What follows belongs to an exercise in optimizing a design on an open flow for a short achievable clock period and few clock cycles; a production flow would make more cautious choices.
Only simulation tests tie the RTL to the original design; equivalence was not proved.
Power and IR drop assume default switching activity.

[design/flow/config.mk]
export PLATFORM = sky130hd
export DESIGN_NAME = dcache_top
export DESIGN_NICKNAME = dcache_top
export VERILOG_FILES = /design/flow/design.v
export SDC_FILE = /design/flow/constraint.sdc
export NUM_CORES = 4
export LEC_CHECK = 0
export ABC_CLOCK_PERIOD_IN_PS = 1500
export CAP_MARGIN = 20
export CORE_MARGIN = 2
export CORE_UTILIZATION = 40
export SETUP_SLACK_MARGIN = 3.0
export SLEW_MARGIN = 20
[design/flow/constraint.sdc]
create_clock -name core_clock -period 7.2 [get_ports {CLK}]
set_input_delay 1.4400 -clock core_clock [delete_from_list [all_inputs] [get_ports {CLK}]]
set_output_delay 1.4400 -clock core_clock [all_outputs]
set_load 0.01 [all_outputs]
[design/flow/design.v]
package dcache_pkg;
  typedef logic [32-1:0]  word_t;
  typedef logic [26-1:0]   tag_t;
  typedef logic [3-1:0] index_t;
endpackage
`timescale 1ns/1ns
module dcache_top (
  input  logic                      CLK,
  input  logic                      nRST,
  input  logic                      cpu_ren,
  input  logic                      cpu_wen,
  input  logic [32-1:0] cpu_addr,
  input  logic [32-1:0] cpu_store,
  input  logic                      halt,
  output logic                      dhit,
  output logic [32-1:0] dload,
  output logic                      flushed,
  output logic                      mem_ren,
  output logic                      mem_wen,
  output logic [32-1:0] mem_addr,
  output logic [32-1:0] mem_store,
  input  logic [32-1:0] mem_load,
  input  logic                      dwait
);
  localparam int WW = 32;
  localparam int TW = 26;
  localparam int IW = 3;
  localparam int NS = 8;
  localparam int NF = 2 * NS;
  logic [TW-1:0] req_tag;
  logic [IW-1:0] req_idx;
  logic          req_blk;
  logic          access;
  assign req_tag = cpu_addr[WW-1 -: TW];
  assign req_idx = cpu_addr[2+1 +: IW];
  assign req_blk = cpu_addr[2];
  assign access  = cpu_ren | cpu_wen;
  logic st_idle, st_wb0, st_wb1, st_f0, st_f1, st_fl0, st_fl1, st_done;
  logic nx_idle, nx_wb0, nx_wb1, nx_f0, nx_f1, nx_fl0, nx_fl1, nx_done;
  logic                  vway_q;    
  logic [WW-1:2]         ma_q;      
  logic [WW-1:0]         ms_q;      
  logic [WW-1:0]         fw_q;      
  logic [NF-1:0]         fl_sel;    
  logic [NF-1:0]         valid_q;
  logic [NF-1:0]         dirty_q;
  logic [NF-1:0][TW-1:0] tag_q;
  logic [NF-1:0][WW-1:0] data0_q;
  logic [NF-1:0][WW-1:0] data1_q;
  logic [NS-1:0]         lru_q;
  logic [NF-1:0] match;
  logic [NS-1:0] idx_dec;
  logic          hit0, hit1, hit;
  always_comb
  begin
    for (int f = 0; f < NF; f++)
      match[f] = valid_q[f] && (tag_q[f] == req_tag);
    for (int s = 0; s < NS; s++)
      idx_dec[s] = (req_idx == IW'(s));
  end
  assign hit0 = match[{1'b0, req_idx}];
  assign hit1 = match[{1'b1, req_idx}];
  assign hit  = hit0 | hit1;
  logic [WW-1:0] d0w0, d0w1, d1w0, d1w1, hd0, hd1;
  assign d0w0 = data0_q[{1'b0, req_idx}];
  assign d0w1 = data1_q[{1'b0, req_idx}];
  assign d1w0 = data0_q[{1'b1, req_idx}];
  assign d1w1 = data1_q[{1'b1, req_idx}];
  assign hd0  = req_blk ? d0w1 : d0w0;
  assign hd1  = req_blk ? d1w1 : d1w0;
  logic          vway;
  logic          vdirty;
  logic [TW-1:0] vtag;
  logic [WW-1:0] vdata0, vdata1;
  assign vway   = lru_q[req_idx];
  assign vdirty = dirty_q[{vway, req_idx}];
  assign vtag   = tag_q[{vway, req_idx}];
  assign vdata0 = data0_q[{vway, req_idx}];
  assign vdata1 = data1_q[{vway, req_idx}];
  logic [WW-1:0] rdata1;
  assign rdata1 = data1_q[{vway_q, req_idx}];
  logic go;
  logic hit_ok;
  logic miss;
  logic store_hit;
  logic install;
  assign go        = st_idle & ~halt & access;
  assign hit_ok    = go & hit;
  assign miss      = go & ~hit;
  assign store_hit = st_idle & ~halt & cpu_wen & hit;
  assign install   = st_f1 & ~dwait;
  logic [NF-1:0] fl_cand;
  logic [NF-1:0] fl_first;
  logic          fl_any;
  logic [IW-1:0] fl_set;
  logic          fl_way;
  logic          fl_more;
  assign fl_cand = st_fl1 ? (dirty_q & ~fl_sel) : dirty_q;
  assign fl_more = |(dirty_q & ~fl_sel);
  always_comb
  begin
    fl_first = '0;
    fl_any   = 1'b0;
    fl_set   = '0;
    fl_way   = 1'b0;
    for (int p = 0; p < NF; p++)
    begin
      if (!fl_any && fl_cand[(p % 2) * NS + p / 2])
      begin
        fl_any = 1'b1;
        fl_first[(p % 2) * NS + p / 2] = 1'b1;
        fl_set = IW'(p / 2);
        fl_way = 1'(p % 2);
      end
    end
  end
  logic [TW-1:0] fl_tag;
  logic [WW-1:0] fl_data0;
  logic [WW-1:0] fl_data1;
  assign fl_tag   = tag_q[{fl_way, fl_set}];
  assign fl_data0 = data0_q[{fl_way, fl_set}];
  always_comb
  begin
    fl_data1 = '0;
    for (int f = 0; f < NF; f++)
      fl_data1 = fl_data1 | (fl_sel[f] ? data1_q[f] : '0);
  end
  always_comb
  begin
    nx_idle = st_idle;
    nx_wb0  = 1'b0;
    nx_wb1  = 1'b0;
    nx_f0   = 1'b0;
    nx_f1   = 1'b0;
    nx_fl0  = 1'b0;
    nx_fl1  = 1'b0;
    nx_done = st_done;
    if (st_idle)
    begin
      if (halt)
      begin
        nx_idle = 1'b0;
        nx_fl0  = fl_any;
        nx_done = ~fl_any;
      end
      else if (miss)
      begin
        nx_idle = 1'b0;
        nx_wb0  = vdirty & dwait;
        nx_wb1  = vdirty & ~dwait;
        nx_f0   = ~vdirty & dwait;
        nx_f1   = ~vdirty & ~dwait;
      end
    end
    if (st_wb0)
    begin
      nx_wb0 = dwait;
      nx_wb1 = ~dwait;
    end
    if (st_wb1)
    begin
      nx_wb1 = dwait;
      nx_f0  = ~dwait;
    end
    if (st_f0)
    begin
      nx_f0 = dwait;
      nx_f1 = ~dwait;
    end
    if (st_f1)
    begin
      nx_f1   = dwait;
      nx_idle = ~dwait;
    end
    if (st_fl0)
    begin
      nx_fl0 = dwait;
      nx_fl1 = ~dwait;
    end
    if (st_fl1)
    begin
      nx_fl1  = dwait;
      nx_fl0  = ~dwait & fl_any;
      nx_done = ~dwait & ~fl_any;
    end
  end
  always_ff @(posedge CLK or negedge nRST)
  begin
    if (!nRST)
    begin
      st_idle <= 1'b1;
      st_wb0  <= 1'b0;
      st_wb1  <= 1'b0;
      st_f0   <= 1'b0;
      st_f1   <= 1'b0;
      st_fl0  <= 1'b0;
      st_fl1  <= 1'b0;
      st_done <= 1'b0;
    end
    else
    begin
      st_idle <= nx_idle;
      st_wb0  <= nx_wb0;
      st_wb1  <= nx_wb1;
      st_f0   <= nx_f0;
      st_f1   <= nx_f1;
      st_fl0  <= nx_fl0;
      st_fl1  <= nx_fl1;
      st_done <= nx_done;
    end
  end
  always_ff @(posedge CLK or negedge nRST)
  begin
    if (!nRST)
    begin
      vway_q <= 1'b0;
      ma_q   <= '0;
      ms_q   <= '0;
      fw_q   <= '0;
      fl_sel <= '0;
    end
    else
    begin
      if (st_idle)
      begin
        if (halt)
        begin
          ma_q   <= {fl_tag, fl_set, 1'b0};
          ms_q   <= fl_data0;
          fl_sel <= fl_first;
        end
        else
        begin
          vway_q <= vway;
          if (vdirty)
          begin
            ma_q <= {vtag, req_idx, ~dwait};
            ms_q <= dwait ? vdata0 : vdata1;
          end
          else
          begin
            ma_q <= {req_tag, req_idx, ~dwait};
          end
          if (!dwait)
            fw_q <= mem_load;
        end
      end
      if (st_wb0 && !dwait)
      begin
        ma_q[2] <= 1'b1;
        ms_q                     <= rdata1;
      end
      if (st_wb1 && !dwait)
        ma_q <= {req_tag, req_idx, 1'b0};
      if (st_f0 && !dwait)
      begin
        ma_q[2] <= 1'b1;
        fw_q                     <= mem_load;
      end
      if (st_fl0 && !dwait)
      begin
        ma_q[2] <= 1'b1;
        ms_q                     <= fl_data1;
      end
      if (st_fl1 && !dwait)
      begin
        ma_q   <= {fl_tag, fl_set, 1'b0};
        ms_q   <= fl_data0;
        fl_sel <= fl_first;
      end
    end
  end
  logic [WW-1:0] wd0, wd1;
  assign wd0 = (st_idle | (cpu_wen & ~req_blk)) ? cpu_store : fw_q;
  assign wd1 = (st_idle | (cpu_wen &  req_blk)) ? cpu_store : mem_load;
  genvar g;
  generate
    for (g = 0; g < NF; g++)
    begin : g_frame
      localparam logic GW = 1'(g / NS);
      localparam int   GS = g % NS;
      logic sh;
      logic fill;
      assign sh   = store_hit & idx_dec[GS] & match[g];
      assign fill = install & idx_dec[GS] & (vway_q == GW);
      always_ff @(posedge CLK or negedge nRST)
      begin
        if (!nRST)
        begin
          valid_q[g] <= 1'b0;
          dirty_q[g] <= 1'b0;
          tag_q[g]   <= '0;
          data0_q[g] <= '0;
          data1_q[g] <= '0;
        end
        else
        begin
          if ((sh & ~req_blk) | fill)
            data0_q[g] <= wd0;
          if ((sh & req_blk) | fill)
            data1_q[g] <= wd1;
          if (fill)
          begin
            valid_q[g] <= 1'b1;
            tag_q[g]   <= req_tag;
          end
          if (sh)
            dirty_q[g] <= 1'b1;
          else if (fill)
            dirty_q[g] <= cpu_wen;
          else if (st_fl1 & ~dwait & fl_sel[g])
            dirty_q[g] <= 1'b0;
        end
      end
    end
  endgenerate
  always_ff @(posedge CLK or negedge nRST)
  begin
    if (!nRST)
    begin
      lru_q <= '0;
    end
    else
    begin
      for (int s = 0; s < NS; s++)
      begin
        if (hit_ok && idx_dec[s])
          lru_q[s] <= hit0;
        else if (install && idx_dec[s])
          lru_q[s] <= ~vway_q;
      end
    end
  end
  assign dhit      = hit_ok | install;
  assign dload     = hit1 ? hd1 : (st_f1 ? (req_blk ? mem_load : fw_q) : hd0);
  assign flushed   = st_done | (st_fl1 & ~dwait & ~fl_more);
  assign mem_wen   = (miss & vdirty) | st_wb0 | st_wb1 | st_fl0 | st_fl1;
  assign mem_ren   = (miss & ~vdirty) | st_f0 | st_f1;
  assign mem_addr  = st_idle ? {vdirty ? vtag : req_tag, req_idx, 1'b0, 2'b00}
                             : {ma_q, 2'b00};
  assign mem_store = st_idle ? vdata0 : ms_q;
endmodule
[design/flow/run.sh]
#!/bin/bash
# synth_recipe.tcl (not shown) runs the flow's synth.tcl, then flattens the netlist and writes it again
# the make line also repeats each setting of config.mk as NAME=value (left out here)
make -C /OpenROAD-flow-scripts/flow DESIGN_CONFIG=/design/flow/config.mk WORK_HOME=/design/flow/orfs CLKGATE_MAP_FILE= SYNTH_SCRIPT=/design/flow/synth_recipe.tcl finish
==> out/metrics.yaml, run 1 <==
status:
  status: "no timing/DRC/antenna violations"
placed_design:
  placed_cell_area_sq_um: 97300
  placed_cells: 11455
  port-buffer-count: 197
  place_ws_ns: 0.454
  gp_congestion: 1.00
  dp_hpwl_um: 245000
cts:
  h-tree-depth: 4
  cts.clk_slew.worst_paths_ns: 0.06
  hold_buffers: 0
  cts_tree: "done"
  cts_buffer_depth: 3
  root_buffer: "clkbuf_16"
  cts.sinks: 1599
  cts_buffers: 180
  insertion_delay_ns: 0.90
timing:
  final_max_slew_viol_count: 0
  min_period_ns: 5.78
  tightest_slew_ns: 1.22
  max_freq_mhz: 173
  tns_ns: 0
  final-hold-violation-count: 0
  period_share_pct: 80.3
  holdWs_ns: 0.469
  setup_ws_ns: 1.42
  relSlewSlack_pct: 18.4
  fin_skew_ns: 0.0567
  setup_viol: 0
  rsz0062_at_grt: "true"
detailed_routing:
  drtPass1Iterations: 9
  viasPerCell: 6.61
  via_count: 80079
  drt_iter0_markers: 11966
  drt_wl_total_um: 412000
  ant_nets: 0
  wl_per_cell_um: 34.0
  drc: 0
run:
  max_cap_viol_count: 0
synth:
  avgSynthCellArea_sq_um: 10.4
  ys_warn_count: 1
  synth_commonest_cells: "dfrtp_1 (1598), nor2_1 (1184), a21oi_1 (1138)"
  postSynthCellCount: 8743
  seq_area_frac_synth_pct: 44.1
  yosysTopAreaCell: "dfrtp_1"
  ys.flop_type: "dfrtp_1"
  yosys.area.top_type_share_pct: 44.1
  async_flop_share_pct: 100
  synth_most_common_cell: "dfrtp_1"
  synth_area_leaders: "dfrtp_1 (44%), mux4_2 (15%), a21oi_1 (6.3%)"
  synth_area_sq_um: 90800
  synth_edf_count: 0
  synth_cell_type_count: 90
  ys_seq_elements: 1599
floorplan:
  initial_core_util_pct: 40.3
  ios: 202
  die_h_um: 480
  dieArea_sq_um: 231000
  die_w_um: 480
  num_rows: 174
  core_sq_um: 225000
grt:
  grt_max_degree: 194
  antenna_found_initial: 20
  grt_pass1_vias: 76573
  track_usage_pct: 34.9
  overflow: 0
  grt_pass1_wl_um: 576000
setup_path:
  critPathMaxFanout: 8
  crit_path_start_kind: "input port"
  crit_family: "simple AND/OR/NAND/NOR gates"
  critPathSlowestCell: "or4_4"
  cp.arrival_ns: 4.34
  crit_buf_inv: 6
  required_ns: 5.76
  crit_chain: "buf_12, buf_16, xnor2_4, nand4_1, or4_4, or4b_4, a21oi_4, nor4b_4, buf_6, buf_12, buf_16, mux2i_4, buf_6"
  critPathKind: "in -> out"
  critPathMaxStageDelay_ns: 0.55
  endpoint_kind: "output port"
finish:
  nets: 9052
  areaGrowthSynthToFinish_pct: 20.8
  instances_no_fill: 12111
  stdcell_area_sq_um: 110000
  utilization_pct: 48.7
  fillers: 20135
  layout-drive-gt1-share_pct: 26.0
hold_path:
  hold_class: "reg -> reg"
pwr:
  ir_worst_vdd_uv: 421
  powerDensity_nw_per_um2: 365
  p_total_mw: 40.0
  p_leak_nw: 47.3
[layer usage]
layer	up-vias	share of wire [%]	global-route usage, %
met1	40426	37	45.4
met4	18	7.1	20.3
met5	-	0.064	0.373
met3	1448	14	12.4
met2	6023	42	50.0
li1	32164	-	-
[registers in the layout, summed over array words and instances (netlist names), 8 cells and up]
name and cells:
lru_q 8, dirty_q 16, fw_q 32, ma_q 30
ms_q 32, tag_q 416, valid_q 16, data0_q 512
fl_sel 16, data1_q 512
[cell type report]
class,count,area (sq um),share of cell area [%]
flip-flops and latches,1599,40000,36.5
clock inverters,73,978,0.892
repair buffers,844,9910,9.04
diodes,21,52.6,0.0479
well taps,2992,3740,3.41
multi-input cells,6226,49300,45.0
inverters,99,384,0.350
clock buffers,257,5240,4.77
[final timing paths]
kind / from / cells past startpoint / slack (ns) / to
worst max-delay path: cpu_addr[7] / 13 / 1.42 / dload[3]
worst min-delay path: valid_q[2]$_DFFE_PN0P_ / 1 / 0.47 / valid_q[2]$_DFFE_PN0P_
worst max register to register: fl_sel[2]$_DFFE_PN0P_ / 12 / 2.92 / ms_q[24]$_DFFE_PN0P_
worst min register to register: valid_q[2]$_DFFE_PN0P_ / 1 / 0.47 / valid_q[2]$_DFFE_PN0P_
max in group asynchronous: nRST / 3 / 4.92 / data1_q[70]$_DFFE_PN0P_
min in group asynchronous: nRST / 1 / 0.51 / tag_q[76]$_DFFE_PN0P_
[timing repair]
item / 4_1_cts / 5_1_grt
cloned: 39 / 10
gates resized for setup: 680 / 257
buffers inserted: 155 / 97
setup endpoints to repair: 375 / 184
pin swaps: 60 / 52
[placed cells by master, fill, tap and decap left out, types with 54 or more instances in the layout]
cell             count
and3_1              56
nand4_1            158
xnor2_1            276
mux2i_1            188
mux4_2             619
a22oi_1             83
nand2_1           1010
mux2i_4             60
a21oi_1           1084
buf_12             106
nor2_1            1156
dfrtp_1           1578
xor2_1              94
inv_1               97
o21ai_0            142
buf_16              54
a22o_1             113
mux2_2             242
buf_6              102
clkdlybuf4s50_1     68
clkbuf_16          191
buf_4              422
a221oi_1           175
[power by group]
group          switching (mW)  internal (mW)
logic                    9.72           7.39
registers                1.99           11.1
clock network            4.14           5.69
total                    15.9           24.2
[cells by family (layout without fill, tap and decap cells)]
family | count (synthesis) | count (layout) | share of synthesized area [%]
buffers and inverters | 922 | 1273 | 4.56
xor gates and xnor gates | 416 | 416 | 4.01
muxes | 1175 | 1175 | 21.9
other | 1 | 23 | 0.00413
and+or+nand+nor | 2652 | 2653 | 12.2
AOI/OAI and AO/OA | 1978 | 1980 | 13.2
DFF | 1599 | 1599 | 44.1
Testbench counts, summed over its fixed seeds: cycles 41,841.
==> run 2: changes to the inputs <==
==> design/flow/flow/run.sh (new file) <==
#!/bin/bash
# Standard layout, with the slow 4-input OR/NOR cells kept out of synthesis and repair so the
# tag-compare trees map to faster NAND/NOR2-3 structures. Everything else is the standard.sh.
set -euo pipefail
WORK=$(pwd)
DU=""
for c in or4 or4b or4bb nor4 nor4b nor4bb or3 or3b nor3 nor3b and4 and4b and4bb mux4; do
  for s in 1 2 4; do
    DU="$DU sky130_fd_sc_hd__${c}_$s"
  done
done
{
  echo "include $WORK/config.mk"
  echo "export DONT_USE_CELLS += $DU"
} > "$WORK/own_config.mk"
sed "s#DESIGN_CONFIG=[^ ]*#DESIGN_CONFIG=$WORK/own_config.mk#" standard.sh > own_standard.sh
bash own_standard.sh > "$WORK/own_flow_make.log" 2>&1
==> design/flow/standard.sh (new file) <==
#!/bin/bash
# synth_recipe.tcl (not shown) runs the flow's synth.tcl, then flattens the netlist and writes it again
# the make line also repeats each setting of config.mk as NAME=value (left out here)
make -C /OpenROAD-flow-scripts/flow DESIGN_CONFIG=/design/flow/config.mk WORK_HOME=/design/flow/orfs CLKGATE_MAP_FILE= SYNTH_SCRIPT=/design/flow/synth_recipe.tcl "${@:-finish}"
removed: design/flow/run.sh
==> run 2 against run 1 <==
  * Combinational power is 43% higher
  * Synthesized cell count increased by 22%
  * Sequential share of layout area shrank 1.7 points
  * Largest cell class unchanged
  * Via count rose by 14%
  * Hold slack better by 0.0038 ns
  * Register-to-register slack improved by 0.09 ns
  * Count of clock-buffer cells in the layout grew 11
  * Non-clock buffer count grew 7
  * Fmax grew 0.50%
  * Area after synthesis grew 4.8%
  * Critical path depth is 1 lower
==> out/metrics.yaml, run 2 <==
finish:
  instances_no_fill: 14070  # +16%
  top_regs: "data0_q x512, data1_q x512, tag_q x416"
  area.sequential_sq_um: 40100  # about the same
  areaGrowthSynthToFinish_pct: 21.1
  layout_commonest_cell: "dfrtp_1"
  fillers: 21553  # +7.0%
  utilization_pct: 48.8  # +0.10 points
  nets: 10851  # +20%
  final_cell_mix: "dfrtp_1 (1580), nand2_1 (1313), a21oi_1 (1286)"
  layout-drive-gt1-share_pct: 17.9  # -8.1 points
  multiInputGateArea_sq_um: 54100  # +9.7%
run:
  max_cap_viol_count: 0  # unchanged
floorplan:
  num_rows: 178  # +2.3%
  initial_core_util_pct: 40.3  # about the same
  ios: 202  # unchanged
  core_sq_um: 236000  # +4.8%
  die_h_um: 492  # +2.3%
  dieArea_sq_um: 242000  # +4.7%
  die_w_um: 492  # +2.3%
detailed_routing:
  viasPerCell: 6.46  # -2.3%
  via_count: 90932  # +14%
  ant_nets: 0  # unchanged
  drtPass1Iterations: 8  # -1
  drc: 0  # unchanged
  drt_wl_total_um: 447000  # +8.5%
  wl_per_cell_um: 31.8  # -6.6%
  drt_iter0_markers: 12411  # +3.7%
setup_path:
  critPathKind: "in -> out"
  required_ns: 5.76  # about the same
  cp_common_cell: "nand4_1"
  endpoint_kind: "output port"
  cp.arrival_ns: 4.32  # -0.02 ns
  rr_worst_depth: 12  # unchanged
  critPathMaxStageDelay_ns: 0.51  # -0.04 ns
  crit_path_start_kind: "input port"
  crit_chain: "buf_8, buf_4, xnor2_1, nand4_1, nor2_1, nand4_1, nor2_2, a2111oi_4, o21bai_4, or2_4, o211ai_1, buf_2"
  critPathMaxFanout: 13  # +5
  critPathSlowestCell: "a2111oi_4"
  r2r_slack_ns: 3.01  # +0.09 ns
status:
  status: "no timing/DRC/antenna violations"
timing:
  final-hold-violation-count: 0  # unchanged
  relSlewSlack_pct: 19.7  # +1.3 points
  fin_skew_ns: 0.0604  # +0.00371 ns
  max_freq_mhz: 174  # +0.50%
  setup_viol: 0  # unchanged
  tns_ns: 0  # unchanged
  min_period_ns: 5.76  # -0.0288 ns
  final_max_slew_viol_count: 0  # unchanged
  tightest_slew_ns: 1.20  # -0.0172 ns
  rsz0062_at_grt: "true"
  period_share_pct: 79.9  # -0.40 points
hold_path:
  hold_class: "reg -> reg"
  hold_depth: 1  # unchanged
synth:
  seq_area_frac_synth_pct: 42.1  # -2.0 points
  synth_area_leaders: "dfrtp_1 (42%), mux2i_1 (12%), a21oi_1 (7.0%)"
  ys_seq_elements: 1599  # unchanged
  postSynthCellCount: 10691  # +22%
  synth_most_common_cell: "dfrtp_1"
  async_flop_share_pct: 100  # unchanged
  yosys.area.top_type_share_pct: 42.1  # -2.0 points
  yosysTopAreaCell: "dfrtp_1"
  synth_edf_count: 0  # unchanged
  ys.flop_type: "dfrtp_1"
  synth_commonest_cells: "dfrtp_1 (1598), nand2_1 (1343), a21oi_1 (1338)"
  ys_warn_count: 1  # unchanged
  synth_area_sq_um: 95100  # +4.8%
  synth_cell_type_count: 79  # -12%
  avgSynthCellArea_sq_um: 8.89  # -14%
grt:
  grt_pass1_wl_um: 625000  # +8.4%
  track_usage_pct: 35.3  # +0.47 points
  grt_max_degree: 158  # -19%
  overflow: 0  # unchanged
  antenna_found_initial: 26  # +30%
  grt_pass1_vias: 85402  # +12%
placed_design:
  dp_hpwl_um: 260000  # +6.4%
  placed_cells: 13395  # +17%
  port-buffer-count: 197  # unchanged
  gp_congestion: 1.01  # +1.0%
cts:
  cts_buffers: 184  # +2.2%
  cts_buffer_depth: 3  # unchanged
  h-tree-depth: 4  # unchanged
  cts.sinks: 1599  # unchanged
  insertion_delay_ns: 0.90  # about the same
  cts_tree: "done"
  root_buffer: "clkbuf_16"
  cts.clk_slew.worst_paths_ns: 0.06  # about the same
pwr:
  powerDensity_nw_per_um2: 417  # +14%
  ir_worst_vdd_uv: 566  # +34%
  p_total_mw: 48.1  # +20%
  p_leak_nw: 51.0  # +7.7%
==> run 2: worst paths after layout <==
check                                       start                       end
setup / recovery                     cpu_addr[24]                   mem_ren
hold / removal             valid_q[2]$_DFFE_PN0P_    valid_q[2]$_DFFE_PN0P_
setup reg to reg                 st_fl1$_DFF_PN0_      ma_q[25]$_DFFE_PN0P_
hold reg to reg            valid_q[2]$_DFFE_PN0P_    valid_q[2]$_DFFE_PN0P_
max in group asynchronous                    nRST  data0_q[435]$_DFFE_PN0P_
min in group asynchronous                    nRST      ma_q[17]$_DFFE_PN0P_
==> run 2: layout make-up <==
type,count,area share [%]
clock buffer,268,4.63
sequential,1599,34.8
tap,3150,3.42
antenna,17,0.0369
inverter,80,0.282
timing repair buffer,851,9.03
clock inverter,72,0.844
multi-input combinational,8033,47.0
==> run 2: repair_timing <==
item,in CTS,in global routing
hold buffers,0,0
gates cloned,54,5
buffers inserted,200,58
setup endpoints to repair,775,251
resized for setup,1082,126
pin swaps,74,34
==> run 2: where the power goes <==
part           internal, mW  total (mW)  switching [mW]
sequential             11.4        13.8            2.34
clock                  5.61        9.87            4.26
combinational          8.63        24.4            15.8
==> run 2: stage by stage <==
stage / setup slack [ns] / cell area (sq um) / hold WS (ns)
floorplan: 2.38 / 96600 / 0.411
global placement: 0.472 / 101000 / 0.433
detailed placement: 0.457 / 101000 / 0.430
CTS: 1.55 / 114000 / 0.468
global route: 1.41 / 115000 / 0.498
finish: 1.44 / 115000 / 0.472
==> run 2: worst max-delay path: cells and delay by family <==
family	cells	cell delay (ns)
AO/OA/AOI/OAI	3	1.07
AND/OR/NAND/NOR	5	0.91
buffers and inverters	3	0.71
XOR/XNOR	1	0.16
==> run 2: cell families after synthesis <==
kind of cell           synth area share (%)
AND/OR/NAND/NOR                        15.9
AO/OA/AOI/OAI                          17.0
flip-flops                             42.1
multiplexers                           16.8
buffers and inverters                  4.63
XOR/XNOR                               3.65
other                               0.00394
==> run 2: per-layer routing <==
layer / vias up / share of wire [%] / GRT usage (%)
li1: 37988 / - / -
met1: 44984 / 38 / 46.0
met2: 6401 / 42 / 51.9
met3: 1531 / 13 / 10.9
met4: 28 / 6.8 / 19.9
met5: - / 0.064 / 0.317
==> run 3: changes to the inputs <==
--- a/design/flow/flow/run.sh
+++ b/design/flow/flow/run.sh
@@ -4,7 +4,7 @@
 set -euo pipefail
 WORK=$(pwd)
 DU=""
-for c in or4 or4b or4bb nor4 nor4b nor4bb or3 or3b nor3 nor3b and4 and4b and4bb mux4; do
+for c in or4 or4b or4bb nor4 nor4b nor4bb; do
   for s in 1 2 4; do
     DU="$DU sky130_fd_sc_hd__${c}_$s"
   done
==> run 3 against run 2 <==
  * Still clean
  * Sequential power decreased by 3%
  * Via count decreased by 11%
  * Area after synthesis decreased by 5.1%
  * Sequential cell count unchanged
  * Die area decreased by 5.0%
  * Core utilization increased by 1.2 points
  * Clock power about the same
  * First-iteration DRC count increased by 2.1%
  * Cell area decreased by 2.5%
  * Critical endpoint is now dhit
  * Largest power group unchanged
==> out/metrics.yaml, run 3 <==
synth:
  yosys.area.top_type_share_pct: 44.3  # +2.3 points
  postSynthCellCount: 8815  # -18%
  synth_commonest_cells: "dfrtp_1 (1598), nor2_1 (1265), a21oi_1 (1177)"
  ys_seq_elements: 1599  # unchanged
  synth_area_sq_um: 90300  # -5.1%
  synth_most_common_cell: "dfrtp_1"
  synth_edf_count: 0  # unchanged
  seq_area_frac_synth_pct: 44.3  # +2.3 points
  ys.flop_type: "dfrtp_1"
  yosysTopAreaCell: "dfrtp_1"
  async_flop_share_pct: 100  # unchanged
  ys_warn_count: 1  # unchanged
  avgSynthCellArea_sq_um: 10.2  # +15%
  synth_area_leaders: "dfrtp_1 (44%), mux4_2 (16%), a21oi_1 (6.5%)"
  synth_cell_type_count: 70  # -11%
timing:
  holdWs_ns: 0.466  # -0.00658 ns
  setup_ws_ns: 1.61  # +0.163 ns
  max_freq_mhz: 179  # +2.9%
  fin_skew_ns: 0.0641  # +0.00375 ns
  final-hold-violation-count: 0  # unchanged
  tightest_slew_ns: 1.25  # +0.0491 ns
  rsz0062_at_grt: "true"
  relSlewSlack_pct: 16.4  # -3.4 points
  tns_ns: 0  # unchanged
  period_share_pct: 77.7  # -2.3 points
  min_period_ns: 5.59  # -0.163 ns
  final_max_slew_viol_count: 0  # unchanged
  setup_viol: 0  # unchanged
finish:
  stdcell_area_sq_um: 112000  # -2.5%
  fillers: 19611  # -9.0%
  top_regs: "data0_q x512, data1_q x512, tag_q x416"
  areaGrowthSynthToFinish_pct: 24.4
  utilization_pct: 50.0  # +1.2 points
  multiInputGateArea_sq_um: 50400  # -6.9%
  layout_commonest_cell: "dfrtp_1"
  final_cell_mix: "dfrtp_1 (1577), nor2_1 (1158), a21oi_1 (1093)"
  instances_no_fill: 12200  # -13%
  layout-drive-gt1-share_pct: 27.7  # +9.9 points
  nets: 9155  # -16%
  area.sequential_sq_um: 40100  # about the same
setup_path:
  cp.arrival_ns: 4.15  # -0.17 ns
  required_ns: 5.76  # about the same
  critPathMaxFanout: 9  # -4
  critPathKind: "in -> out"
  crit_path_start_kind: "input port"
  r2r_slack_ns: 2.50  # -0.51 ns
  endpoint_kind: "output port"
cts:
  cts_buffer_depth: 3  # unchanged
  insertion_delay_ns: 0.89  # about the same
  cts_tree: "done"
  cts.sinks: 1599  # unchanged
  h-tree-depth: 4  # unchanged
  cts_buffers: 181  # -1.6%
  hold_buffers: 0  # unchanged
  root_buffer: "clkbuf_16"
  cts.clk_slew.worst_paths_ns: 0.06  # about the same
floorplan:
  num_rows: 174  # -2.2%
  ios: 202  # unchanged
  core_sq_um: 224000  # -4.8%
  dieArea_sq_um: 229000  # -5.0%
  die_w_um: 479  # -2.6%
  initial_core_util_pct: 40.2  # -0.11 points
  die_h_um: 479  # -2.6%
detailed_routing:
  drt_wl_total_um: 418000  # -6.5%
  drt_iter0_markers: 12676  # +2.1%
  ant_nets: 0  # unchanged
  wl_per_cell_um: 34.3  # +7.9%
  drtPass1Iterations: 7  # -1
  drc: 0  # unchanged
  via_count: 80811  # -11%
  viasPerCell: 6.62  # +2.5%
placed_design:
  dp_hpwl_um: 245000  # -6.0%
  placed_cell_area_sq_um: 96600  # -4.5%
  placed_cells: 11497  # -14%
  port-buffer-count: 197  # unchanged
  gp_congestion: 0.989  # -2.2%
  place_ws_ns: 0.628  # +0.171 ns
run:
  max_cap_viol_count: 0  # unchanged
pwr:
  p_leak_nw: 47.7  # -6.5%
  powerDensity_nw_per_um2: 402  # -3.7%
  ir_worst_vdd_uv: 506  # -11%
  p_total_mw: 45.1  # -6.1%
grt:
  grt_pass1_vias: 77708  # -9.0%
  grt_pass1_wl_um: 585000  # -6.4%
  track_usage_pct: 35.5  # +0.18 points
  antenna_found_initial: 30  # +15%
  grt_max_degree: 184  # +16%
  overflow: 0  # unchanged
status:
  status: "no timing/DRC/antenna violations"
hold_path:
  hold_class: "in -> async"
[run 3: cell count changes after synthesis, sizes merged, moves of 59 or more]
cell    change
buf       -135
a211oi    -282
nand3     -176
mux2i     -944
nand2     -357
nor2b     -196
mux4      +627
xnor2     +110
xor2       -90
mux2       -68
a21oi     -161
a31oi      -59
[run 3: power breakdown]
| group | switching, mW | leakage [nW] | internal [mW] |
|---|---|---|---|
| registers | 2.17 | 21.2 | 11.2 |
| logic | 12.4 | 23.4 | 9.21 |
| clock network | 4.20 | 3.14 | 5.87 |
[run 3: worst max-delay path, stage by stage]
cell	delay (ns)
buf_8	0.13
buf_12	0.16
buf_12	0.16
xnor2_4	0.14
nand4_1	0.33
nor2_2	0.25
nand3_1	0.10
mux4_2	0.59
mux2_4	0.35
a21oi_4	0.18
nor2_4	0.12
inv_2	0.10
buf_6	0.10
[run 3: final cells by class]
class / count / share of cell area [%]
diodes: 12 / 0.0267
clock buffers: 247 / 4.61
flip-flops and latches: 1599 / 35.7
repair buffers: 880 / 10.1
multi-input cells: 6297 / 44.8
well taps: 2992 / 3.33
inverters: 94 / 0.314
clock inverters: 79 / 1.09
[run 3: cell families (layout without fill, tap and decap cells)]
kind of cell,after synthesis,in the layout,synth area share [%]
buf+inv,923,1300,4.10
xor+xnor,416,416,4.04
simple gates,2724,2725,12.4
compound gates,1992,1994,13.1
mux,1160,1160,22.0
other cells,1,14,0.00416
flops,1599,1599,44.3
[run 3: final timing paths]
path	from	end	cells after the start
worst min-delay path	nRST	ma_q[17]$_DFFE_PN0P_	1
min in group core_clock	valid_q[3]$_DFFE_PN0P_	valid_q[3]$_DFFE_PN0P_	1
worst min register to register	valid_q[3]$_DFFE_PN0P_	valid_q[3]$_DFFE_PN0P_	1
worst max-delay path	cpu_addr[26]	dhit	13
max in group asynchronous	nRST	data1_q[124]$_DFFE_PN0P_	3
worst max register to register	tag_q[192]$_DFFE_PN0P_	data0_q[242]$_DFFE_PN0P_	36
[run 3: timing repair]
action	CTS	global route
buffers inserted	197	89
endpoints found under the hold margin	0	0
gates resized for setup	1099	341
pin swaps	80	92
gates cloned	68	10
setup endpoints to repair	712	457
[run 3: per-layer routing]
| layer | routed length (um) | part of all wire (%) | track usage (%) | vias up |
|---|---|---|---|---|
| li1 | - | - | - | 32400 |
| met1 | 145000 | 35 | 43.8 | 40364 |
| met4 | 40500 | 9.7 | 28.1 | 40 |
| met5 | 386 | 0.092 | 0.435 | - |
| met2 | 178000 | 43 | 51.3 | 6283 |
| met3 | 54200 | 13 | 11.4 | 1724 |
==> run 4: changes to the inputs <==
--- a/design/flow/config.mk
+++ b/design/flow/config.mk
@@ -9,5 +9,5 @@
 export CAP_MARGIN = 20
 export CORE_MARGIN = 2
 export CORE_UTILIZATION = 40
-export SETUP_SLACK_MARGIN = 3.0
+export SETUP_SLACK_MARGIN = 2.5
 export SLEW_MARGIN = 20
==> run 4 against run 3 <==
  * Still clean on timing, DRC and antenna
  * Largest power group unchanged
  * Setup slack improved by 0.092 ns
  * Combinational power down 3%
  * Non-clock buffer count increased by 38
  * Sequential power barely moved
  * Core utilization down 0.27 points
  * Sequential cell count stayed put
  * Count of clock-buffer cells in the layout up 12
  * Die area did not move
  * Clock skew up 0.025 ns
  * Via count increased by 1.3%
  * Fmax grew 1.7%
  * Hold slack improved by 0.0019 ns
==> out/metrics.yaml, run 4 <==
detailed_routing:
  drtPass1Iterations: 9  # +2
  wl_met3_um: 58600  # +8.0%
  wl_per_cell_um: 34.6  # +0.98%
  met1_length_um: 146000  # +0.46%
  drc: 0  # unchanged
  dr_wl_met2_um: 178000  # about the same
  viasPerCell: 6.70  # +1.1%
  drt_iter0_markers: 12337  # -2.7%
  drt_wl_total_um: 423000  # +1.2%
  highest_layer: "met5"
  via_count: 81886  # +1.3%
  ant_nets: 0  # unchanged
placed_design:
  port-buffer-count: 197  # unchanged
  placed_cells: 11509  # +0.10%
  placed_cell_area_sq_um: 96600  # about the same
  dp_hpwl_um: 243000  # -0.77%
  gp_congestion: 0.980  # -0.97%
  place_ws_ns: 0.349  # -0.279 ns
finish:
  instances_no_fill: 12224  # +0.20%
  top_regs: "data0_q x512, data1_q x512, tag_q x416"
  areaGrowthSynthToFinish_pct: 23.7
  nets: 9186  # +0.34%
  final_cell_mix: "dfrtp_1 (1579), nor2_1 (1179), a21oi_1 (1082)"
  stdcell_area_sq_um: 112000  # -0.54%
  layout_commonest_cell: "dfrtp_1"
  layout-drive-gt1-share_pct: 27.5  # -0.29 points
  utilization_pct: 49.8  # -0.27 points
setup_path:
  required_ns: 5.76  # about the same
  crit_chain: "buf_6, buf_12, buf_12, xnor2_1, nand4_1, nor2_2, nand3_1, mux4_2, mux2_4, a21oi_4, nor2_4, inv_4, buf_6"
  crit_buf_inv: 5  # unchanged
  critPathKind: "in -> out"
  endpoint_kind: "output port"
  critPathMaxStageDelay_ns: 0.55  # -0.04 ns
  crit_family: "multiplexers"
  crit_path_start_kind: "input port"
  critPathMaxFanout: 14  # +5
  cp.arrival_ns: 4.06  # -0.09 ns
  critPathSlowestCell: "mux4_2"
synth:
  synth_commonest_cells: "dfrtp_1 (1598), nor2_1 (1265), a21oi_1 (1177)"
  synth_area_sq_um: 90300  # unchanged
  synth_cell_type_count: 70  # unchanged
  yosys.area.top_type_share_pct: 44.3  # unchanged
  ys.flop_type: "dfrtp_1"
  ys_seq_elements: 1599  # unchanged
  async_flop_share_pct: 100  # unchanged
  seq_area_frac_synth_pct: 44.3  # unchanged
  synth_area_leaders: "dfrtp_1 (44%), mux4_2 (16%), a21oi_1 (6.5%)"
  synth_edf_count: 0  # unchanged
  yosysTopAreaCell: "dfrtp_1"
  avgSynthCellArea_sq_um: 10.2  # unchanged
  synth_most_common_cell: "dfrtp_1"
  ys_warn_count: 1  # unchanged
  postSynthCellCount: 8815  # unchanged
pwr:
  p_total_mw: 43.9  # -2.7%
  p_leak_nw: 47.6  # -0.18%
  ir_worst_vdd_uv: 602  # +19%
  powerDensity_nw_per_um2: 393  # -2.2%
timing:
  final-hold-violation-count: 0  # unchanged
  setup_ws_ns: 1.70  # +0.0919 ns
  holdWs_ns: 0.468  # +0.00186 ns
  min_period_ns: 5.50  # -0.0919 ns
  setup_viol: 0  # unchanged
  final_max_slew_viol_count: 0  # unchanged
  relSlewSlack_pct: 15.1  # -1.2 points
  max_freq_mhz: 182  # +1.7%
  tightest_slew_ns: 1.27  # +0.0198 ns
  tns_ns: 0  # unchanged
  rsz0062_at_grt: "true"
  period_share_pct: 76.4  # -1.3 points
  fin_skew_ns: 0.0893  # +0.0251 ns
grt:
  track_usage_pct: 34.9  # -0.57 points
  antenna_found_initial: 33  # +10%
  grt_max_degree: 189  # +2.7%
  grt_pass1_vias: 77682  # -0.033%
  grt_pass1_wl_um: 579000  # -1.0%
  overflow: 0  # unchanged
floorplan:
  die_h_um: 479  # unchanged
  ios: 202  # unchanged
  dieArea_sq_um: 229000  # unchanged
  die_w_um: 479  # unchanged
  initial_core_util_pct: 40.2  # unchanged
  num_rows: 174  # unchanged
  core_sq_um: 224000  # unchanged
cts:
  cts.sinks: 1599  # unchanged
  cts.clk_slew.worst_paths_ns: 0.06  # about the same
  cts_buffers: 175  # -3.3%
  h-tree-depth: 4  # unchanged
  cts_buffer_depth: 3  # unchanged
  insertion_delay_ns: 0.88  # about the same
  root_buffer: "clkbuf_16"
  cts_tree: "done"
  hold_buffers: 0  # unchanged
hold_path:
  hold_class: "reg -> reg"
status:
  status: "no timing/DRC/antenna violations"
run:
  max_cap_viol_count: 0  # unchanged
-- run 4: cell counts after synthesis --
Identical to the previous run, type by type.
-- run 4: report_power, final --
group | internal, mW | switching, mW
registers | 11.2 | 2.22
clock network | 5.38 | 4.09
logic | 9.00 | 12.0
total | 25.6 | 18.3
-- run 4: final timing paths --
kind	start	slack, ns	cells after the start	endpoint
min in group asynchronous	nRST	0.50	1	ma_q[7]$_DFFE_PN0P_
max in group asynchronous	nRST	4.82	3	data0_q[249]$_DFFE_PN0P_
min	valid_q[0]$_DFFE_PN0P_	0.47	1	valid_q[0]$_DFFE_PN0P_
max reg2reg	tag_q[99]$_DFFE_PN0P_	2.50	28	data1_q[110]$_DFFE_PN0P_
max	cpu_addr[21]	1.70	13	dhit
min reg2reg	valid_q[0]$_DFFE_PN0P_	0.47	1	valid_q[0]$_DFFE_PN0P_
-- run 4: area by class of cell --
| class | instances | area (sq um) |
|---|---|---|
| fill | 19753 | 113000 |
| multi-input combinational | 6296 | 49900 |
| sequential | 1599 | 40100 |
| timing repair buffer | 918 | 11600 |
| clock buffer | 259 | 5250 |
| tap | 2992 | 3740 |
| clock inverter | 58 | 717 |
| inverter | 94 | 359 |
| antenna | 8 | 20.0 |
-- run 4: per-layer routing --
metal | global-route usage, % | vias to the layer above
met1 | 43.9 | 40931
met5 | 0 | -
met4 | 25.8 | 42
met3 | 11.4 | 1823
met2 | 50.3 | 6642
li1 | - | 32448
-- run 4: repair_timing --
| item | in CTS | in global routing |
|---|---|---|
| setup endpoints to repair | 153 | 254 |
| hold endpoints to repair | 0 | 0 |
| resized for setup | 902 | 446 |
| cloned | 47 | 33 |
| buffers inserted | 196 | 111 |
| pin swaps | 64 | 87 |
-- run 4: logic make-up after synthesis --
group | after synthesis | share of synthesized area (%)
other | 1 | 0.00416
xor gates and xnor gates | 416 | 4.04
buffers and inverters | 923 | 4.10
and+or+nand+nor | 2724 | 12.4
AOI/OAI and AO/OA | 1992 | 13.1
DFF | 1599 | 44.3
muxes | 1160 | 22.0
-- run 4: worst register-to-register path, delay by kind of cell (launching register included) --
family,cells,cell delay (ns)
buf+inv,20,2.69
compound gates,2,0.30
flops,1,0.49
xor+xnor,1,0.21
simple gates,5,0.97
==> run 5: changes to the inputs <==
--- a/design/flow/config.mk
+++ b/design/flow/config.mk
@@ -9,5 +9,5 @@
 export CAP_MARGIN = 20
 export CORE_MARGIN = 2
 export CORE_UTILIZATION = 40
-export SETUP_SLACK_MARGIN = 2.5
+export SETUP_SLACK_MARGIN = 2.0
 export SLEW_MARGIN = 20
==> run 5 against run 4 <==
  * Sequential cell count unchanged
  * Total power up 0.45%
  * Non-clock buffer count down 157
  * First-iteration DRC count down 8.0%
  * Count of clock-buffer cells in the layout down 5
  * Final cell count down 1.1%
  * Critical path type unchanged
  * Critical endpoint is now mem_wen
  * Largest power group unchanged
==> out/metrics.yaml, run 5 <==
synth:
  synth_most_common_cell: "dfrtp_1"
  synth_area_sq_um: 90300  # unchanged
  synth_edf_count: 0  # unchanged
  ys_seq_elements: 1599  # unchanged
  synth_cell_type_count: 70  # unchanged
  yosys.area.top_type_share_pct: 44.3  # unchanged
  ys.flop_type: "dfrtp_1"
  postSynthCellCount: 8815  # unchanged
  ys_warn_count: 1  # unchanged
  async_flop_share_pct: 100  # unchanged
  synth_commonest_cells: "dfrtp_1 (1598), nor2_1 (1265), a21oi_1 (1177)"
  yosysTopAreaCell: "dfrtp_1"
  synth_area_leaders: "dfrtp_1 (44%), mux4_2 (16%), a21oi_1 (6.5%)"
  seq_area_frac_synth_pct: 44.3  # unchanged
  avgSynthCellArea_sq_um: 10.2  # unchanged
grt:
  track_usage_pct: 33.1  # -1.8 points
  grt_pass1_wl_um: 551000  # -4.9%
  grt_max_degree: 147  # -22%
  antenna_found_initial: 26  # -21%
  overflow: 0  # unchanged
  grt_pass1_vias: 73589  # -5.3%
placed_design:
  place_ws_ns: 0.781  # +0.432 ns
  gp_congestion: 1.01  # +3.1%
  placed_cell_area_sq_um: 96200  # -0.45%
  dp_hpwl_um: 247000  # +1.8%
  port-buffer-count: 197  # unchanged
  placed_cells: 11522  # +0.11%
finish:
  top_regs: "data0_q x512, data1_q x512, tag_q x416"
  areaGrowthSynthToFinish_pct: 20.6
  layout_commonest_cell: "dfrtp_1"
  instances_no_fill: 12089  # -1.1%
  layout-drive-gt1-share_pct: 25.4  # -2.1 points
  multiInputGateArea_sq_um: 49600  # -0.71%
  final_cell_mix: "dfrtp_1 (1580), nor2_1 (1237), a21oi_1 (1140)"
  nets: 9033  # -1.7%
  stdcell_area_sq_um: 109000  # -2.6%
  fillers: 19944  # +0.97%
  area.sequential_sq_um: 40000  # about the same
  utilization_pct: 48.5  # -1.3 points
floorplan:
  initial_core_util_pct: 40.2  # unchanged
  num_rows: 174  # unchanged
  core_sq_um: 224000  # unchanged
  ios: 202  # unchanged
  die_w_um: 479  # unchanged
  dieArea_sq_um: 229000  # unchanged
  die_h_um: 479  # unchanged
setup_path:
  endpoint_kind: "output port"
  required_ns: 5.76  # about the same
  critPathKind: "in -> out"
  crit_path_start_kind: "input port"
  r2r_slack_ns: 2.10  # -0.40 ns
  critPathMaxFanout: 8  # -6
  cp.arrival_ns: 4.02  # -0.04 ns
run:
  max_cap_viol_count: 0  # unchanged
timing:
  rsz0062_at_grt: "true"
  setup_viol: 0  # unchanged
  max_freq_mhz: 183  # +0.76%
  min_period_ns: 5.46  # -0.0416 ns
  tns_ns: 0  # unchanged
  tightest_slew_ns: 1.21  # -0.0581 ns
  relSlewSlack_pct: 18.8  # +3.6 points
  final_max_slew_viol_count: 0  # unchanged
  period_share_pct: 75.8  # -0.58 points
  holdWs_ns: 0.471  # +0.00373 ns
  fin_skew_ns: 0.0798  # -0.00942 ns
  setup_ws_ns: 1.74  # +0.0416 ns
  final-hold-violation-count: 0  # unchanged
hold_path:
  hold_class: "reg -> reg"
cts:
  hold_buffers: 0  # unchanged
  cts.sinks: 1599  # unchanged
  insertion_delay_ns: 0.90  # +0.02 ns
  cts_tree: "done"
  cts_buffer_depth: 3  # unchanged
  root_buffer: "clkbuf_16"
  cts.clk_slew.worst_paths_ns: 0.06  # about the same
  h-tree-depth: 4  # unchanged
  cts_buffers: 180  # +2.9%
detailed_routing:
  drtPass1Iterations: 6  # -3
  drt_wl_total_um: 393000  # -7.1%
  via_count: 78453  # -4.2%
  viasPerCell: 6.49  # -3.1%
  wl_per_cell_um: 32.5  # -6.0%
  drc: 0  # unchanged
  drt_iter0_markers: 11346  # -8.0%
  ant_nets: 0  # unchanged
pwr:
  p_switching_mw: 18.6  # +1.5%
  p_total_mw: 44.1  # +0.45%
  swShare_pct: 42.1  # +0.45 points
  clockPowerShare_pct: 22.5  # +0.9 points
  p_leak_nw: 46.5  # -2.2%
  internal-power_mw: 25.5  # -0.32%
  powerDensity_nw_per_um2: 405  # +3.1%
  ir_worst_vdd_uv: 473  # -21%
  power_frac_comb_pct: 47.1  # -0.7 points
  seqPwrFrac_pct: 30.5  # about the same
status:
  status: "no timing/DRC/antenna violations"
-- run 5: cell types whose count changed in the layout (fill, tap and decap cells not counted), moves of 13 or more --
cell,delta
nor2_4,-49
buf_4,-14
a21oi_4,-17
buf_6,-82
xnor2_2,+31
a21oi_2,-41
buf_16,-23
xnor2_1,-40
a21oi_1,+58
buf_8,-17
clkinv_2,+13
nor2_1,+58
mux2i_1,-15
buf_12,-36
-- run 5: cell families (layout without fill, tap and decap cells) --
kind of cell	after synthesis	after routing	synth area share, %
DFF	1599	1599	44.3
xor gates and xnor gates	416	416	4.04
AOI/OAI and AO/OA	1992	1992	13.1
other	1	13	0.00416
buffers and inverters	923	1192	4.10
muxes	1160	1160	22.0
and+or+nand+nor	2724	2725	12.4
-- run 5: power by group through the flow --
| stage | clock [mW] | combinational [mW] | sequential, mW |
|---|---|---|---|
| after floorplan | 0 | 12.0 | 12.6 |
| after global placement | 0 | 18.7 | 13.3 |
| after detailed placement | 0 | 18.9 | 13.4 |
| after CTS | 10.0 | 19.5 | 13.3 |
| after global routing | 10.4 | 21.5 | 13.7 |
| final | 9.92 | 20.8 | 13.4 |
-- run 5: layout make-up --
class	count	area share (%)
clock buffers	254	4.86
well taps	2992	3.44
diodes	11	0.0253
inverters	94	0.327
clock inverters	83	0.999
repair buffers	761	8.00
multi-input cells	6295	45.6
flip-flops and latches	1599	36.8
-- run 5: path summary, 6_finish.rpt --
| kind | from | end | depth (start not counted) |
|---|---|---|---|
| setup / recovery | cpu_addr[7] | mem_wen | 14 |
| hold / removal | valid_q[6]$_DFFE_PN0P_ | valid_q[6]$_DFFE_PN0P_ | 1 |
| setup reg to reg | fl_sel[0]$_DFFE_PN0P_ | ma_q[25]$_DFFE_PN0P_ | 10 |
| hold reg to reg | valid_q[6]$_DFFE_PN0P_ | valid_q[6]$_DFFE_PN0P_ | 1 |
| max in group asynchronous | nRST | data0_q[349]$_DFFE_PN0P_ | 3 |
| min in group asynchronous | nRST | tag_q[398]$_DFFE_PN0P_ | 1 |
-- run 5: repair_timing --
action | CTS | global route
setup buffers | 96 | 79
gates cloned | 27 | 15
gates resized for setup | 686 | 324
endpoints found under the setup margin | 93 | 96
pin swaps | 36 | 61
-- run 5: metal layers --
| metal | vias up | GRT usage, % | routed length, um |
|---|---|---|---|
| li1 | 32101 | - | - |
| met1 | 39761 | 44.8 | 148000 |
| met2 | 5586 | 45.5 | 163000 |
| met3 | 997 | 13.5 | 58800 |
| met4 | 8 | 16.8 | 23800 |
| met5 | - | 0 | 69 |
-- run 5: worst max-delay path, stage by stage --
cell	delay (ns)
buf_8	0.14
buf_12	0.16
buf_12	0.13
xnor2_2	0.16
nand4_1	0.19
nor3_4	0.30
nand3_1	0.11
mux4_2	0.53
mux2_4	0.31
nand3_2	0.07
buf_6	0.12
o21ai_2	0.05
buf_6	0.15
buf_6	0.12
==> run 6: changes to the inputs <==
--- a/design/flow/config.mk
+++ b/design/flow/config.mk
@@ -8,6 +8,6 @@
 export ABC_CLOCK_PERIOD_IN_PS = 1500
 export CAP_MARGIN = 20
 export CORE_MARGIN = 2
-export CORE_UTILIZATION = 40
+export CORE_UTILIZATION = 50
 export SETUP_SLACK_MARGIN = 2.0
 export SLEW_MARGIN = 20
==> run 6 against run 5 <==
  * Sequential share of layout area grew 0.13 points
  * Sequential power is essentially flat
  * Wire length grew 3.1%
  * Area after synthesis is the same
  * Hold slack is essentially flat
  * Via count grew 0.85%
  * Setup slack lost 0.14 ns
  * Register-to-register slack is essentially flat
  * Critical path depth is the same
  * Clock skew shrank 0.047 ns
  * Critical endpoint is now dhit
  * Largest cell class unchanged
  * Highest routed layer unchanged
==> out/metrics.yaml, run 6 <==
run:
  max_cap_viol_count: 0  # unchanged
floorplan:
  num_rows: 155  # -11%
  ios: 202  # unchanged
  die_w_um: 429  # -10%
  initial_core_util_pct: 50.5  # +10 points
  core_sq_um: 179000  # -20%
  dieArea_sq_um: 184000  # -20%
  die_h_um: 429  # -10%
setup_path:
  r2r_slack_ns: 2.09  # about the same
  critPathMaxStageDelay_ns: 0.52  # about the same
  crit_path_start_kind: "input port"
  crit_end: "dhit"
  critPathKind: "in -> out"
  critPathLaunch: "cpu_addr[15]"
  crit_buf_inv: 6  # unchanged
  rr_worst_depth: 10  # unchanged
  endpoint_kind: "output port"
  cp.arrival_ns: 4.16  # +0.14 ns
  cp_common_cell: "buf_6"
  r2r-start: "st_fl1$_DFF_PN0_"
  crit_chain: "buf_12, buf_12, buf_6, xnor2_2, nand4_1, nor3_2, nand3_1, mux4_2, mux2_4, a21oi_2, nor2_1, buf_6, inv_2, buf_6"
  critPathMaxFanout: 5  # -3
  critPathSlowestCell: "mux4_2"
  cp_num_cells: 14  # unchanged
  crit_family: "simple AND/OR/NAND/NOR gates"
  required_ns: 5.76  # about the same
  reg2reg_to: "ms_q[11]$_DFFE_PN0P_"
synth:
  avgSynthCellArea_sq_um: 10.2  # unchanged
  synth_most_common_cell: "dfrtp_1"
  ys.flop_type: "dfrtp_1"
  yosys.area.top_type_share_pct: 44.3  # unchanged
  seq_area_frac_synth_pct: 44.3  # unchanged
  synth_edf_count: 0  # unchanged
  synth_commonest_cells: "dfrtp_1 (1598), nor2_1 (1265), a21oi_1 (1177)"
  synth_area_sq_um: 90300  # unchanged
  ys_seq_elements: 1599  # unchanged
  ys_warn_count: 1  # unchanged
  yosysTopAreaCell: "dfrtp_1"
  async_flop_share_pct: 100  # unchanged
  synth_area_leaders: "dfrtp_1 (44%), mux4_2 (16%), a21oi_1 (6.5%)"
  synth_cell_type_count: 70  # unchanged
  postSynthCellCount: 8815  # unchanged
finish:
  areaGrowthSynthToFinish_pct: 20.2
  layout-drive-gt1-share_pct: 25.8  # +0.37 points
  nets: 9095  # +0.69%
  fillers: 14645  # -27%
  final_cell_mix: "dfrtp_1 (1580), nor2_1 (1185), a21oi_1 (1112)"
  instances_no_fill: 11499  # -4.9%
  top_regs: "data0_q x512, data1_q x512, tag_q x416"
  layout_commonest_cell: "dfrtp_1"
grt:
  grt_pass1_vias: 73996  # +0.55%
  antenna_found_initial: 32  # +23%
  track_usage_pct: 42.5  # +9.4 points
  overflow: 0  # unchanged
  grt_pass1_wl_um: 559000  # +1.5%
  grt_max_degree: 182  # +24%
timing:
  setup_viol: 0  # unchanged
  fin_skew_ns: 0.0328  # -0.0470 ns
  tightest_slew_ns: 1.31  # +0.0936 ns
  min_period_ns: 5.60  # +0.143 ns
  final-hold-violation-count: 0  # unchanged
  final_max_slew_viol_count: 0  # unchanged
  tns_ns: 0  # unchanged
  period_share_pct: 77.8  # +2.0 points
  relSlewSlack_pct: 11.7  # -7.1 points
  max_freq_mhz: 179  # -2.6%
  rsz0062_at_grt: "true"
cts:
  cts_buffers: 179  # -0.56%
  h-tree-depth: 4  # unchanged
  cts_buffer_depth: 3  # unchanged
  cts.sinks: 1599  # unchanged
  hold_buffers: 0  # unchanged
  root_buffer: "clkbuf_16"
  cts_tree: "done"
  cts.clk_slew.worst_paths_ns: 0.06  # about the same
  insertion_delay_ns: 0.85  # -0.05 ns
detailed_routing:
  drt_wl_total_um: 405000  # +3.1%
  drtPass1Iterations: 6  # unchanged
  drc: 0  # unchanged
  viasPerCell: 6.88  # +6.0%
  wl_per_cell_um: 35.2  # +8.4%
  ant_nets: 0  # unchanged
  via_count: 79117  # +0.85%
  drt_iter0_markers: 12670  # +12%
pwr:
  clockPowerShare_pct: 21.4  # -1.1 points
  swShare_pct: 42.3  # +0.21 points
  internal-power_mw: 25.3  # -0.89%
  seqPwrFrac_pct: 30.7  # +0.2 points
  p_switching_mw: 18.6  # about the same
  powerDensity_nw_per_um2: 405  # -0.17%
  p_leak_nw: 46.7  # +0.40%
  ir_worst_vdd_uv: 392  # -17%
  power_frac_comb_pct: 47.9  # +0.8 points
placed_design:
  placed_cells: 10911  # -5.3%
  gp_congestion: 1.06  # +5.2%
  port-buffer-count: 197  # unchanged
  dp_hpwl_um: 253000  # +2.3%
hold_path:
  hold_class: "in -> async"
status:
  status: "no timing/DRC/antenna violations"
-- run 6: cell counts after synthesis --
Identical to the previous run, type by type.
-- run 6: metrics by stage --
step                power [mW]  area [sq um]  util, %  worst slack [ns]  hold slack [ns]
floorplan                 24.7         90300        -              2.00            0.434
global placement          32.0         95600     53.5             0.591            0.449
detailed placement        32.3         95600     53.5             0.562            0.452
CTS                       42.3        106000     59.1              1.61            0.469
global route              45.2        108000     60.6              1.63            0.478
finish                    43.9        108000     60.6              1.60            0.471
-- run 6: cell families (layout without fill, tap and decap cells) --
kind of cell / after synthesis / in the layout / share of synthesized area (%)
AOI/OAI and AO/OA: 1992 / 1993 / 13.1
xor gates and xnor gates: 416 / 416 / 4.04
buffers and inverters: 923 / 1230 / 4.10
DFF: 1599 / 1599 / 44.3
muxes: 1160 / 1160 / 22.0
other: 1 / 21 / 0.00416
and+or+nand+nor: 2724 / 2725 / 12.4
-- run 6: final cells by class --
class	count	area, sq um	area share (%)
clock buffer	257	5240	4.83
clock inverter	56	619	0.571
multi-input combinational	6296	49400	45.6
tap	2355	2950	2.72
timing repair buffer	823	9770	9.01
inverter	94	353	0.325
antenna	19	47.5	0.0438
sequential	1599	40000	36.9
-- run 6: worst min path at each step --
stage / end / cells past startpoint
2_1_floorplan: valid_q[0]$_DFFE_PN0P_ / 1
6_report: tag_q[276]$_DFFE_PN0P_ / 1
3_5_place_dp: valid_q[5]$_DFFE_PN0P_ / 1
5_1_grt: valid_q[5]$_DFFE_PN0P_ / 1
3_3_place_gp: valid_q[5]$_DFFE_PN0P_ / 1
4_1_cts: valid_q[3]$_DFFE_PN0P_ / 1
-- run 6: worst register-to-register path: cells and delay by family, from the launching register on --
kind | cells | cell delay, ns
buffers and inverters | 1 | 0.49
DFF | 1 | 0.60
muxes | 1 | 0.58
AOI/OAI and AO/OA | 5 | 2.09
and+or+nand+nor | 3 | 1.17
-- run 6: repair_timing --
| action | 4_1_cts | 5_1_grt |
|---|---|---|
| buffers inserted | 123 | 66 |
| gates cloned | 40 | 24 |
| setup endpoints to repair | 99 | 153 |
| gates resized for setup | 704 | 442 |
| hold endpoints to repair | 0 | 0 |
| pin swaps | 49 | 58 |
-- run 6: per-layer routing --
metal | vias to the layer above | track usage [%] | wire, um
met4 | 16 | 19.8 | 21800
li1 | 32192 | - | -
met5 | - | 0 | 145
met1 | 40096 | 58.7 | 154000
met3 | 1037 | 19.5 | 66000
met2 | 5776 | 56.6 | 164000
-- run 6: power by group through the flow --
| stage | registers [mW] | logic, mW | clock network (mW) |
|---|---|---|---|
| 2_1_floorplan | 12.6 | 12.0 | 0 |
| 3_3_place_gp | 13.3 | 18.8 | 0 |
| 3_5_place_dp | 13.4 | 18.9 | 0 |
| 4_1_cts | 13.3 | 19.6 | 9.40 |
| 5_1_grt | 13.7 | 21.7 | 9.78 |
| 6_report | 13.5 | 21.0 | 9.38 |
==> run 7: changes to the inputs <==
--- a/design/flow/config.mk
+++ b/design/flow/config.mk
@@ -8,6 +8,7 @@
 export ABC_CLOCK_PERIOD_IN_PS = 1500
 export CAP_MARGIN = 20
 export CORE_MARGIN = 2
-export CORE_UTILIZATION = 50
+export CORE_UTILIZATION = 40
+export PLACE_DENSITY = 0.75
 export SETUP_SLACK_MARGIN = 2.0
 export SLEW_MARGIN = 20
==> run 7 against run 6 <==
  * Still clean
  * Final cell count grew 5.2%
  * Clock skew grew 0.031 ns
  * Core utilization shrank 12 points
  * Cell area grew 1.2%
  * Global-route usage shrank 10 points
  * Hold slack lost 0.0018 ns
  * Highest routed layer unchanged
==> out/metrics.yaml, run 7 <==
floorplan:
  initial_core_util_pct: 40.2  # -10 points
  num_rows: 174  # +12%
  ios: 202  # unchanged
  die_h_um: 479  # +12%
  dieArea_sq_um: 229000  # +25%
  die_w_um: 479  # +12%
  core_sq_um: 224000  # +26%
timing:
  setup_viol: 0  # unchanged
  tightest_slew_ns: 1.22  # -0.0934 ns
  relSlewSlack_pct: 18.1  # +6.5 points
  tns_ns: 0  # unchanged
  min_period_ns: 5.66  # +0.0574 ns
  period_share_pct: 78.6  # +0.80 points
  rsz0062_at_grt: "true"
  fin_skew_ns: 0.0635  # +0.0307 ns
  holdWs_ns: 0.469  # -0.00178 ns
  final_max_slew_viol_count: 0  # unchanged
  max_freq_mhz: 177  # -1.0%
  final-hold-violation-count: 0  # unchanged
synth:
  yosys.area_share.adder_pct: 0  # unchanged
  synth_area_sq_um: 90300  # unchanged
  avgSynthCellArea_sq_um: 10.2  # unchanged
  ys_warn_count: 1  # unchanged
  synth_compound_area_share_pct: 13.1  # unchanged
  synth_xor_area_share_pct: 4.04  # unchanged
  synth_edf_count: 0  # unchanged
  synth_area_leaders: "dfrtp_1 (44%), mux4_2 (16%), a21oi_1 (6.5%)"
  yosysTopAreaCell: "dfrtp_1"
  synth_top_family_by_area: "multiplexers"
  seq_area_frac_synth_pct: 44.3  # unchanged
  ys_seq_elements: 1599  # unchanged
  synthMuxAreaShare_pct: 22.0  # unchanged
  yosys.area.top_type_share_pct: 44.3  # unchanged
  synth_cell_type_count: 70  # unchanged
  yosys.area_share.simple_pct: 12.4  # unchanged
  synth_most_common_cell: "dfrtp_1"
  ys.flop_type: "dfrtp_1"
  synth_commonest_cells: "dfrtp_1 (1598), nor2_1 (1265), a21oi_1 (1177)"
  postSynthCellCount: 8815  # unchanged
  async_flop_share_pct: 100  # unchanged
cts:
  cts_tree: "done"
  cts_buffers: 161  # -10%
  root_buffer: "clkbuf_16"
  cts.sinks: 1599  # unchanged
  h-tree-depth: 4  # unchanged
  cts_buffer_depth: 3  # unchanged
  cts.clk_slew.worst_paths_ns: 0.06  # about the same
  insertion_delay_ns: 0.88  # +0.03 ns
detailed_routing:
  drc: 0  # unchanged
  viasPerCell: 6.68  # -3.0%
  drt_wl_total_um: 386000  # -4.8%
  wl_per_cell_um: 31.9  # -9.5%
  drtPass1Iterations: 9  # +3
  ant_nets: 0  # unchanged
  via_count: 80785  # +2.1%
  drt_iter0_markers: 14020  # +11%
finish:
  area.sequential_sq_um: 40000  # about the same
  areaGrowthSynthToFinish_pct: 21.6
  nets: 9069  # -0.29%
  final_cell_mix: "dfrtp_1 (1581), nor2_1 (1204), a21oi_1 (1086)"
  fillers: 18873  # +29%
  instances_no_fill: 12100  # +5.2%
  layout-drive-gt1-share_pct: 26.2  # +0.44 points
  layout_commonest_cell: "dfrtp_1"
  top_regs: "data0_q x512, data1_q x512, tag_q x416"
  multiInputGateArea_sq_um: 50000  # +1.2%
  stdcell_area_sq_um: 110000  # +1.2%
setup_path:
  crit_path_start_kind: "input port"
  endpoint_kind: "output port"
  required_ns: 5.76  # about the same
  critPathKind: "in -> out"
  cp.arrival_ns: 4.22  # +0.06 ns
  r2r_slack_ns: 1.96  # -0.13 ns
  critPathMaxFanout: 4  # -1
grt:
  track_usage_pct: 32.4  # -10 points
  grt_max_degree: 198  # +8.8%
  grt_pass1_vias: 77864  # +5.2%
  grt_pass1_wl_um: 546000  # -2.4%
  overflow: 0  # unchanged
  antenna_found_initial: 16  # -50%
placed_design:
  port-buffer-count: 197  # unchanged
  dp_hpwl_um: 239000  # -5.6%
  gp_congestion: 1.08  # +1.3%
  placed_cell_area_sq_um: 96400  # +0.76%
  placed_cells: 11541  # +5.8%
pwr:
  powerDensity_nw_per_um2: 397  # -1.9%
  ir_worst_vdd_uv: 644  # +64%
  p_total_mw: 43.6  # -0.68%
  p_leak_nw: 46.8  # +0.11%
run:
  max_cap_viol_count: 0  # unchanged
status:
  status: "no timing/DRC/antenna violations"
hold_path:
  hold_class: "reg -> reg"
run 7: worst paths after layout:
kind / start / end / cells after the start
worst max-delay path: cpu_addr[11] / dhit / 14
worst min-delay path: valid_q[1]$_DFFE_PN0P_ / valid_q[1]$_DFFE_PN0P_ / 1
worst max register to register: tag_q[206]$_DFFE_PN0P_ / data0_q[252]$_DFFE_PN0P_ / 39
worst min register to register: valid_q[1]$_DFFE_PN0P_ / valid_q[1]$_DFFE_PN0P_ / 1
max in group asynchronous: nRST / data1_q[424]$_DFFE_PN0P_ / 3
min in group asynchronous: nRST / ma_q[22]$_DFFE_PN0P_ / 1
run 7: worst max-delay path, stage by stage:
cell and delay, ns:
buf_12 0.11, buf_12 0.14, buf_12 0.13, xnor2_4 0.18, nand4_1 0.26, nor3_4 0.32
nand3_2 0.16, mux4_2 0.58, mux2_4 0.33, a21oi_2 0.16, nor2_1 0.07, buf_6 0.18
inv_2 0.05, buf_6 0.09
run 7: what timing repair did:
action,CTS,global route
gates cloned,51,16
hold buffers,0,0
gates resized for setup,900,272
pin swaps,89,83
buffers inserted,139,45
endpoints found under the setup margin,94,149
run 7: per-layer routing:
metal | vias to the layer above | global-route usage, % | share of wire, %
li1 | 32164 | - | -
met1 | 39940 | 39.7 | 33
met2 | 6947 | 45.4 | 41
met3 | 1728 | 13.4 | 16
met4 | 6 | 24.2 | 9.5
met5 | - | 0 | 0.0088
run 7: logic make-up after synthesis:
family | Yosys count
multiplexers | 1160
XOR/XNOR | 416
buffers and inverters | 923
other | 1
flip-flops | 1599
AND/OR/NAND/NOR | 2724
AO/OA/AOI/OAI | 1992
run 7: area by class of cell:
type	instances	share of cell area [%]
multi-input combinational	6297	45.6
inverter	94	0.321
antenna	15	0.0342
tap	2992	3.41
clock buffer	232	4.22
clock inverter	57	0.846
timing repair buffer	814	9.10
sequential	1599	36.5
run 7: report_power, final:
group	total [mW]	internal [mW]	switching [mW]
logic	21.1	8.84	12.2
registers	13.5	11.2	2.30
clock network	9.00	5.04	3.96
total	43.6	25.1	18.5
run 7: metrics by stage:
step,util [%],setup slack [ns]
after floorplan,-,2.00
after global placement,42.9,0.769
after detailed placement,42.9,0.731
after CTS,47.9,1.82
after global routing,48.9,1.52
final,48.9,1.54

[static timing again, ports no longer ideal]
The flow's constraints put no driver on any port. The routed layouts listed below were extracted and timed again, unchanged, in two steps.
Step 1 sets driving cells, clkbuf_16 on the clock port and buf_2 on the other inputs (assumed; they add their load-dependent delay and slew).
Step 2, shift: input delay + t, output delay - t, t = (earliest + latest rising clock arrival at the registers) / 2. This alone moves slack from input paths to output paths.
Slacks: ideal / step 1 / step 2; pairs: ideal / step 1.
run | shift t [ns] | setup slack, ns | hold WS [ns] | slew at the worst register clock pin (ns) | worst data-port slew with drivers (ns)
run 1 | 0.958 | 1.416 / 1.353 / 1.353 | 0.469 / 0.469 / 0.469 | 0.07 / 0.07 | 0.43
run 2 | 0.967 | 1.445 / 1.133 / 1.133 | 0.472 / 0.472 / 0.472 | 0.07 / 0.07 | 0.45
run 3 | 0.962 | 1.608 / 1.372 / 1.132 | 0.466 / 0.459 / 0.466 | 0.07 / 0.07 | 0.49
run 4 | 0.936 | 1.700 / 1.443 / 1.091 | 0.468 / 0.468 / 0.468 | 0.07 / 0.07 | 0.49
run 5 | 0.942 | 1.741 / 1.439 / 1.439 | 0.471 / 0.471 / 0.471 | 0.07 / 0.07 | 0.41
run 6 | 0.929 | 1.598 / 1.376 / 0.905 | 0.471 / 0.466 / 0.476 | 0.07 / 0.07 | 0.45
run 7 | 0.938 | 1.541 / 1.463 / 0.764 | 0.469 / 0.469 / 0.469 | 0.07 / 0.07 | 0.49
After both steps every run listed still meets setup and hold. The setup slack of run 7, which loses most, moves by -0.078 ns with the drivers and by -0.777 ns with both steps.
